Background: an optimization exercise with open tools, aiming at small area, a short achievable clock period and few clock cycles per item. Do not read the settings as production practice.
Function was checked by simulation only, so behaviour that the tests miss may differ from the original.
Power and IR drop assume default switching activity.

==> flow/design.v <==
package edge_reader_pkg;
    localparam int CORE_NUM = 4;
    localparam int CACHELINE_LEN_WIDTH = 3;
    localparam int CACHELINE_LEN = 1 << CACHELINE_LEN_WIDTH;
    localparam int FIFO_AWIDTH = 2;
    localparam int FIFO_PROG_FULL = 3;
    localparam int WAIT_END_DELAY = 20;
    typedef logic [16-1:0] vertex_id_t;
    typedef logic [22-1:0] offset_t;
    typedef logic [22-CACHELINE_LEN_WIDTH-1:0] line_addr_t;
    typedef logic [CACHELINE_LEN-1:0] edge_mask_t;
    typedef logic [$clog2(CORE_NUM)-1:0] lane_idx_t;
    typedef struct packed {
        line_addr_t addr;
        edge_mask_t mask;
        vertex_id_t v_id;
    } edge_req_t;
    typedef enum logic {
        split_idle,
        split_walk
    } split_state_e;
endpackage
`timescale 1ns/1ps
module vertex_fifo (
    input  logic       clk,
    input  logic       rst,
    input  edge_reader_pkg::vertex_id_t din_v_id,
    input  edge_reader_pkg::offset_t    din_loffset,
    input  edge_reader_pkg::offset_t    din_roffset,
    input  logic       wr_en,
    input  logic       rd_en,
    output edge_reader_pkg::vertex_id_t dout_v_id,
    output edge_reader_pkg::offset_t    dout_loffset,
    output edge_reader_pkg::offset_t    dout_roffset,
    output logic       empty,
    output logic       prog_full
);
    localparam int DEPTH = 1 << edge_reader_pkg::FIFO_AWIDTH;
    edge_reader_pkg::vertex_id_t mem_v_id [DEPTH];
    edge_reader_pkg::offset_t mem_loffset [DEPTH];
    edge_reader_pkg::offset_t mem_roffset [DEPTH];
    logic [edge_reader_pkg::FIFO_AWIDTH-1:0] wr_ptr;
    logic [edge_reader_pkg::FIFO_AWIDTH-1:0] rd_ptr;
    logic [edge_reader_pkg::FIFO_AWIDTH:0] count;
    logic do_wr;
    logic do_rd;
    assign do_wr = wr_en && (count != DEPTH);
    assign do_rd = rd_en && (count != 0);
    always_ff @(posedge clk) begin
        if (rst) begin
            wr_ptr <= '0;
            rd_ptr <= '0;
            count <= '0;
        end else begin
            if (do_wr)
                wr_ptr <= wr_ptr + 1'b1;
            if (do_rd)
                rd_ptr <= rd_ptr + 1'b1;
            if (do_wr && !do_rd)
                count <= count + 1'b1;
            else if (do_rd && !do_wr)
                count <= count - 1'b1;
        end
    end
    always_ff @(posedge clk) begin
        if (do_wr) begin
            mem_v_id[wr_ptr] <= din_v_id;
            mem_loffset[wr_ptr] <= din_loffset;
            mem_roffset[wr_ptr] <= din_roffset;
        end
    end
    assign dout_v_id = mem_v_id[rd_ptr];
    assign dout_loffset = mem_loffset[rd_ptr];
    assign dout_roffset = mem_roffset[rd_ptr];
    assign empty = (count == 0);
    assign prog_full = (count >= edge_reader_pkg::FIFO_PROG_FULL);
endmodule
`timescale 1ns/1ps
module cacheline_splitter (
    input  logic       clk,
    input  logic       rst,
    input  edge_reader_pkg::vertex_id_t head_v_id,
    input  edge_reader_pkg::offset_t    head_loffset,
    input  edge_reader_pkg::offset_t    head_roffset,
    input  logic       head_present,
    output logic       pop,
    input  logic       stall,
    output edge_reader_pkg::edge_req_t  req,
    output logic       req_valid,
    output logic       idle
);
    localparam int SLOT_W = edge_reader_pkg::CACHELINE_LEN_WIDTH;
    localparam int OFF_W = 22;
    edge_reader_pkg::split_state_e state;
    edge_reader_pkg::line_addr_t cur_line;
    edge_reader_pkg::line_addr_t first_line;
    edge_reader_pkg::line_addr_t last_line;
    edge_reader_pkg::line_addr_t line;
    edge_reader_pkg::offset_t last_edge;
    edge_reader_pkg::edge_mask_t mask;
    logic empty_range;
    logic last;
    logic issue;
    assign empty_range = (head_loffset >= head_roffset);
    assign last_edge = head_roffset - 1'b1;
    assign first_line = head_loffset[OFF_W-1:SLOT_W];
    assign last_line = last_edge[OFF_W-1:SLOT_W];
    assign line = (state == edge_reader_pkg::split_walk) ? cur_line : first_line;
    assign last = (line == last_line);
    assign issue = head_present && !stall && !empty_range;
    assign pop = head_present && (empty_range || (!stall && last));
    always_comb begin
        edge_reader_pkg::offset_t slot;
        for (int i = 0; i < edge_reader_pkg::CACHELINE_LEN; i++) begin
            slot = {line, SLOT_W'(i)};
            mask[i] = (slot >= head_loffset) && (slot < head_roffset);
        end
    end
    always_ff @(posedge clk) begin
        if (rst) begin
            state <= edge_reader_pkg::split_idle;
            req_valid <= 1'b0;
        end else begin
            req_valid <= issue;
            case (state)
                edge_reader_pkg::split_idle: begin
                    if (issue && !last)
                        state <= edge_reader_pkg::split_walk;
                end
                edge_reader_pkg::split_walk: begin
                    if (issue && last)
                        state <= edge_reader_pkg::split_idle;
                end
                default: state <= edge_reader_pkg::split_idle;
            endcase
        end
    end
    always_ff @(posedge clk) begin
        if (issue) begin
            req <= {line, mask, head_v_id};
            cur_line <= line + 1'b1;
        end
    end
    assign idle = (state == edge_reader_pkg::split_idle) && !head_present && !req_valid;
endmodule
`timescale 1ns/1ps
module edge_reader_lane (
    input  logic       clk,
    input  logic       rst,
    input  edge_reader_pkg::vertex_id_t vin_v_id,
    input  edge_reader_pkg::offset_t    vin_loffset,
    input  edge_reader_pkg::offset_t    vin_roffset,
    input  logic       vin_valid,
    output logic       vin_full,
    input  logic       stall,
    output edge_reader_pkg::edge_req_t  req,
    output logic       req_valid,
    output logic       idle
);
    edge_reader_pkg::vertex_id_t head_v_id;
    edge_reader_pkg::offset_t head_loffset;
    edge_reader_pkg::offset_t head_roffset;
    logic fifo_empty;
    logic pop;
    logic split_idle_flag;
    vertex_fifo u_fifo (
        .clk          (clk),
        .rst          (rst),
        .din_v_id     (vin_v_id),
        .din_loffset  (vin_loffset),
        .din_roffset  (vin_roffset),
        .wr_en        (vin_valid),
        .rd_en        (pop),
        .dout_v_id    (head_v_id),
        .dout_loffset (head_loffset),
        .dout_roffset (head_roffset),
        .empty        (fifo_empty),
        .prog_full    (vin_full)
    );
    cacheline_splitter u_splitter (
        .clk          (clk),
        .rst          (rst),
        .head_v_id    (head_v_id),
        .head_loffset (head_loffset),
        .head_roffset (head_roffset),
        .head_present (!fifo_empty),
        .pop          (pop),
        .stall        (stall),
        .req          (req),
        .req_valid    (req_valid),
        .idle         (split_idle_flag)
    );
    assign idle = split_idle_flag && !vin_valid;
endmodule
`timescale 1ns/1ps
module vertex_dispatcher (
    input  logic                clk,
    input  logic                rst,
    input  edge_reader_pkg::vertex_id_t          in_v_id,
    input  edge_reader_pkg::offset_t             in_loffset,
    input  edge_reader_pkg::offset_t             in_roffset,
    input  logic                in_valid,
    output logic                in_ready,
    output edge_reader_pkg::vertex_id_t          out_v_id,
    output edge_reader_pkg::offset_t             out_loffset,
    output edge_reader_pkg::offset_t             out_roffset,
    output logic [edge_reader_pkg::CORE_NUM-1:0] out_valid,
    input  logic [edge_reader_pkg::CORE_NUM-1:0] lane_full,
    output logic                empty
);
    localparam int LANE_W = $clog2(4);
    edge_reader_pkg::vertex_id_t stage_v_id;
    edge_reader_pkg::offset_t stage_loffset;
    edge_reader_pkg::offset_t stage_roffset;
    logic stage_valid;
    edge_reader_pkg::lane_idx_t stage_lane;
    logic [edge_reader_pkg::CORE_NUM-1:0] lane_full_q;
    logic send;
    logic accept;
    for (genvar i = 0; i < edge_reader_pkg::CORE_NUM; i++) begin : g_lane
        assign out_valid[i] = send && (stage_lane == LANE_W'(i));
    end
    assign out_v_id = stage_v_id;
    assign out_loffset = stage_loffset;
    assign out_roffset = stage_roffset;
    assign stage_lane = stage_v_id[LANE_W-1:0];
    assign send = stage_valid && !lane_full_q[stage_lane];
    assign in_ready = !stage_valid || !lane_full_q[stage_lane];
    assign accept = in_valid && in_ready;
    assign empty = !stage_valid;
    always_ff @(posedge clk) begin
        if (rst) begin
            stage_valid <= 1'b0;
            lane_full_q <= '0;
        end else begin
            lane_full_q <= lane_full;
            if (accept)
                stage_valid <= 1'b1;
            else if (send)
                stage_valid <= 1'b0;
        end
    end
    always_ff @(posedge clk) begin
        if (accept) begin
            stage_v_id <= in_v_id;
            stage_loffset <= in_loffset;
            stage_roffset <= in_roffset;
        end
    end
endmodule
`timescale 1ns/1ps
module iteration_end_detector (
    input  logic                clk,
    input  logic                rst,
    input  logic                front_iteration_end,
    input  logic                dispatch_empty,
    input  logic [edge_reader_pkg::CORE_NUM-1:0] lane_idle,
    output logic                iteration_end
);
    localparam int CNT_W = $clog2(edge_reader_pkg::WAIT_END_DELAY + 1);
    logic [CNT_W-1:0] settle_cnt;
    logic settled;
    assign settled = front_iteration_end && dispatch_empty && (&lane_idle);
    always_ff @(posedge clk) begin
        if (rst || !settled) begin
            settle_cnt <= '0;
            iteration_end <= 1'b0;
        end else if (settle_cnt >= edge_reader_pkg::WAIT_END_DELAY) begin
            iteration_end <= 1'b1;
        end else begin
            settle_cnt <= settle_cnt + 1'b1;
            iteration_end <= 1'b0;
        end
    end
endmodule
`timescale 1ns/1ps
module edge_reader_top (
    input  logic                           clk,
    input  logic                           rst,
    input  edge_reader_pkg::vertex_id_t                     in_v_id,
    input  edge_reader_pkg::offset_t                        in_loffset,
    input  edge_reader_pkg::offset_t                        in_roffset,
    input  logic                           in_valid,
    output logic                           in_ready,
    input  logic                           front_iteration_end,
    input  logic       [4-1:0]     edge_stall,
    output edge_reader_pkg::line_addr_t [4-1:0]     edge_addr,
    output edge_reader_pkg::edge_mask_t [4-1:0]     edge_mask,
    output edge_reader_pkg::vertex_id_t [4-1:0]     edge_v_id,
    output logic       [4-1:0]     edge_valid,
    output logic                           iteration_end
);
    edge_reader_pkg::vertex_id_t disp_v_id;
    edge_reader_pkg::offset_t disp_loffset;
    edge_reader_pkg::offset_t disp_roffset;
    logic [edge_reader_pkg::CORE_NUM-1:0] disp_valid;
    logic [edge_reader_pkg::CORE_NUM-1:0] lane_full;
    logic [edge_reader_pkg::CORE_NUM-1:0] lane_idle;
    logic dispatch_empty;
    vertex_dispatcher u_dispatcher (
        .clk         (clk),
        .rst         (rst),
        .in_v_id     (in_v_id),
        .in_loffset  (in_loffset),
        .in_roffset  (in_roffset),
        .in_valid    (in_valid),
        .in_ready    (in_ready),
        .out_v_id    (disp_v_id),
        .out_loffset (disp_loffset),
        .out_roffset (disp_roffset),
        .out_valid   (disp_valid),
        .lane_full   (lane_full),
        .empty       (dispatch_empty)
    );
    for (genvar g = 0; g < edge_reader_pkg::CORE_NUM; g++) begin : g_core
        edge_reader_lane u_lane (
            .clk         (clk),
            .rst         (rst),
            .vin_v_id    (disp_v_id),
            .vin_loffset (disp_loffset),
            .vin_roffset (disp_roffset),
            .vin_valid   (disp_valid[g]),
            .vin_full    (lane_full[g]),
            .stall       (edge_stall[g]),
            .req         ({edge_addr[g], edge_mask[g], edge_v_id[g]}),
            .req_valid   (edge_valid[g]),
            .idle        (lane_idle[g])
        );
    end
    iteration_end_detector u_end_detector (
        .clk                 (clk),
        .rst                 (rst),
        .front_iteration_end (front_iteration_end),
        .dispatch_empty      (dispatch_empty),
        .lane_idle           (lane_idle),
        .iteration_end       (iteration_end)
    );
endmodule
==> flow/run.sh <==
#!/bin/bash
# synth_recipe.tcl (not shown) runs the flow's synth.tcl, then flattens the netlist and writes it again
# the make line also repeats each setting of config.mk as NAME=value (left out here)
make -C /OpenROAD-flow-scripts/flow DESIGN_CONFIG=/design/flow/config.mk WORK_HOME=/design/flow/orfs CLKGATE_MAP_FILE= SYNTH_SCRIPT=/design/flow/synth_recipe.tcl finish
==> flow/config.mk <==
export PLATFORM = sky130hd
export DESIGN_NAME = edge_reader_top
export DESIGN_NICKNAME = edge_reader_top
export VERILOG_FILES = /design/flow/design.v
export SDC_FILE = /design/flow/constraint.sdc
export NUM_CORES = 4
export LEC_CHECK = 0
export CAP_MARGIN = 20
export CORE_MARGIN = 2
export CORE_UTILIZATION = 40
export SLEW_MARGIN = 20
==> flow/constraint.sdc <==
create_clock -name core_clock -period 5.5 [get_ports {clk}]
set_input_delay 1.1000 -clock core_clock [delete_from_list [all_inputs] [get_ports {clk}]]
set_output_delay 1.1000 -clock core_clock [all_outputs]
set_load 0.01 [all_outputs]
==> summary.txt <==
internal power=21400 uW; P_leak=0.0238 uW; Crit path max-delay family=compound AO/OA/AOI/OAI gates; Flop pwr share=40.6%; outcome=finished clean; die span in x=386 um; WP buf/inv=3; Fmax achieved=0.196 GHz; Placed Cells incl. Taps=5682; fin area=68300 um2; I/O Buffers=245; die height=386 um; # rows=140; number of post-CTS setup repair buffers=0; clk_skew=35.7 ps; sw frac=31.3%; Layout Cells excl Fill=5947; max-slew violations=0; sequential share of the synthesized area=67.3%; Yosys reg bits=1323; VDD IR max=0.000235 V; cts hold-fix bufs=0; FILL cells=12397; Hold Path Class=register to register; final hold vios=0; die area=149000 um2; io pins=246; Via density=5.51; fin crit period=5090 ps; Compound-Gate Fraction of Synth Area=5.05%; period utilization=92.6%; root buffer cell=clkbuf_16; setup violators final=0; number of distinct library cells after synthesis=86; sw power=9790 uW; main combinational cell family by area after synthesis=multiplexers; largest net degree at the start of global routing=61; mux contribution to synthesized area=10.8%; DRC viols=0; Initial Utilization=40.1%; gr usage total=20.4%; Largest stage delay, worst path=560 ps; simple-gate share of the synthesized area=6.13%; Clock power frac=30.2%; drt initial violations=2997; combinational group share of total power=29.2%; area grow syn2layout=17.2%; syn nets=3854; Worst-path clk slew=60 ps; Crit Path Class=register to register; CTS resizes=0; Post-Synthesis Cells=3508; TritonCTS Sinks=1323; CTS tree=yes; CP max stage cell=a221oi_1; synthesized area=58200 um2; grt ovf=0; crit path DAT=5780 ps; crit path cell chain=buf_4, mux4_2, inv_1, ha_1, a21o_1, a221oi_1, o21ai_0, a221oi_1, o21ai_0, a221oi_1, o21ba_4, ha_1, inv_1, fa_1, xor2_1, or3_1, a21oi_1; CTS Buffer Depth=3; Synth warnings=4; vias in the first global route=32311; type of origin of the critical path=register; dpl cell area=63600 um2; RSZ-0062 raised after global routing=no; hold slack=549 ps; via count=32766; largest fanout on the critical path=8; Power Density=458 nW/um2; clock latency on the worst-skew pair=780 ps; Antenna Nets Post-Route=0; drt total wl=151000 um; Core ar.=145000 um2; leading cell type in the layout, fill and taps excluded=edfxtp_1; Setup crit end kind=register; XOR/XNOR share of the synthesized area=2.14%; Req. time, crit path=6190 ps; Post-DP HPWL=102000 um; Final #Nets=4257; antenna violations before repair=11; H-Tree Depth=4; drt first pass iters=7; layout cells sized above 1=15.2%; most frequent cells in the layout=edfxtp_1, ha_1, inv_1, clkdlybuf4s50_1, mux4_2; Synth Area per Inst=16.6 um2; asr flop ratio synth=0%; Main synth FF type=edfxtp_1; CTS buffer count=141; DR WL/cell=25.5 um; relative slew slack=25.3%; first-pass GRT wire length=220000 um; Fin Setup TNS=0 ps; Synth Area in Adders=6.03%; Max Cap Viol=0; actual slew at the worst max-slew pin=1120 ps; FF-to-FF setup slack=410 ps; CP dominant cell by count=a221oi_1; EDFF count, synth=1268; GPL Wtd Cong=0.898
## path summary, 6_finish.rpt
| check | startpoint | to | depth (start not counted) |
|---|---|---|---|
| max | register | g_core[3].u_lane.u_fifo.count[2] | 17 |
| min | u_end_detector.settle_cnt[4] | u_end_detector.settle_cnt[2] | 2 |
| max reg2reg | register | g_core[3].u_lane.u_fifo.count[2] | 17 |
| min reg2reg | u_end_detector.settle_cnt[4] | u_end_detector.settle_cnt[2] | 2 |
## synth_stat cells, types with 9 or more instances
cell type / count / share of area [%]
a211oi_1: 32 / 0.41
a21o_1: 122 / 1.6
a21oi_1: 102 / 0.88
a221oi_1: 27 / 0.41
and2_1: 34 / 0.37
and3_1: 24 / 0.26
and4_1: 14 / 0.21
buf_1: 12 / 0.077
buf_2: 15 / 0.13
buf_4: 14 / 0.18
clkbuf_1: 30 / 0.19
dfxtp_1: 55 / 1.9
edfxtp_1: 1268 / 65
ha_1: 274 / 5.9
inv_1: 268 / 1.7
mux2i_1: 71 / 1.2
mux4_2: 239 / 9.2
nand2_1: 123 / 0.79
nand2b_1: 25 / 0.27
nand3_1: 58 / 0.50
nand4_1: 59 / 0.63
nor2_1: 137 / 0.88
nor2b_1: 20 / 0.21
nor3_1: 52 / 0.45
nor4_1: 35 / 0.38
o21a_1: 9 / 0.12
o21ai_0: 46 / 0.40
o31ai_1: 9 / 0.12
or2_2: 11 / 0.12
or3_1: 28 / 0.30
or4_1: 11 / 0.14
xnor2_1: 129 / 1.9
xor2_1: 13 / 0.20
## registers in the layout (all words and copies together) (netlist names), 8 cells and up, named ones only
name	flops
u_dispatcher.stage_loffset	22
g_core.u_lane.u_splitter.req	172
g_core.u_lane.u_fifo.rd_ptr	8
g_core.u_lane.u_fifo.mem_loffset	352
u_dispatcher.stage_v_id	16
u_dispatcher.stage_roffset	22
g_core.u_lane.u_splitter.cur_line	76
g_core.u_lane.u_fifo.count	12
g_core.u_lane.u_fifo.wr_ptr	8
g_core.u_lane.u_fifo.mem_v_id	256
g_core.u_lane.u_fifo.mem_roffset	352
## metrics by stage
step           power [uW]  setup WS [ps]  utilization [%]
2_1_floorplan       18700            234                -
3_3_place_gp        21900            501             43.9
3_5_place_dp        22000            424             43.9
4_1_cts             31500            335             47.0
5_1_grt             32900            108             47.1
6_report            31200            405             47.1
## cell type report
| class | instances | area [um2] | share of cell area [%] |
|---|---|---|---|
| Antenna cell | 4 | 10.0 | 0.0147 |
| Clock buffer | 173 | 3790 | 5.55 |
| Clock inverter | 85 | 785 | 1.15 |
| Inverter | 270 | 1010 | 1.48 |
| Multi-Input combinational cell | 1835 | 17600 | 25.8 |
| Sequential cell | 1323 | 39200 | 57.4 |
| Tap cell | 1917 | 2400 | 3.51 |
| Timing Repair Buffer | 340 | 3460 | 5.07 |
## worst reg2reg max path: stages (launching register included)
cell	delay [ps]
dfxtp_2	480
buf_4	260
mux4_2	550
inv_1	150
ha_1	260
a21o_1	160
a221oi_1	400
o21ai_0	170
a221oi_1	330
o21ai_0	130
a221oi_1	560
o21ba_4	260
ha_1	180
inv_1	70
fa_1	390
xor2_1	180
or3_1	310
a21oi_1	160
## cell families (layout without fill, tap and decap cells)
group,Yosys count,count (layout)
mux,324,324
fa+ha+maj,278,278
compound gates,426,426
xor+xnor,142,142
other cells,0,4
buf+inv,350,868
flops,1323,1323
simple gates,665,665
## layer usage
metal	track usage, %	vias up	wire [um]
li1	-	14631	-
met1	30.3	16803	68700
met2	30.8	1140	67700
met3	4.21	186	11900
met4	5.05	6	3010
met5	0	-	41
## power groups by stage
| stage | clock (uW) | combinational, uW | sequential [uW] |
|---|---|---|---|
| floorplan | 0 | 6020 | 12700 |
| global placement | 0 | 9010 | 12900 |
| detailed placement | 0 | 9080 | 12900 |
| CTS | 9630 | 9140 | 12700 |
| global route | 10000 | 10100 | 12800 |
| finish | 9440 | 9110 | 12700 |
Testbench counts, summed over its fixed seeds: cycles 18,983, items 38,351.

-- afterwards: timing with drivers on the ports --
No port has a modelled driver above. Below, the same layout with a new extraction and two added sets of constraints. Step 1 assumes that a clkbuf_16 drives the clock port and a buf_2 every other input. Step 2 also shifts input and output timing later by t, the mid clock arrival at the registers, as if the neighbouring blocks saw the same clock. Slacks: no drivers / after step 1 / after step 2; pairs: no drivers / after step 1.
t (ns): 0.837
setup slack, ns: 0.405 / 0.405 / 0.405
worst setup path after step 2: register to register
After both steps setup and hold are still met in this run. For this run, drivers alone change the setup slack by 0.000 ns; drivers and shift together by 0.000 ns.
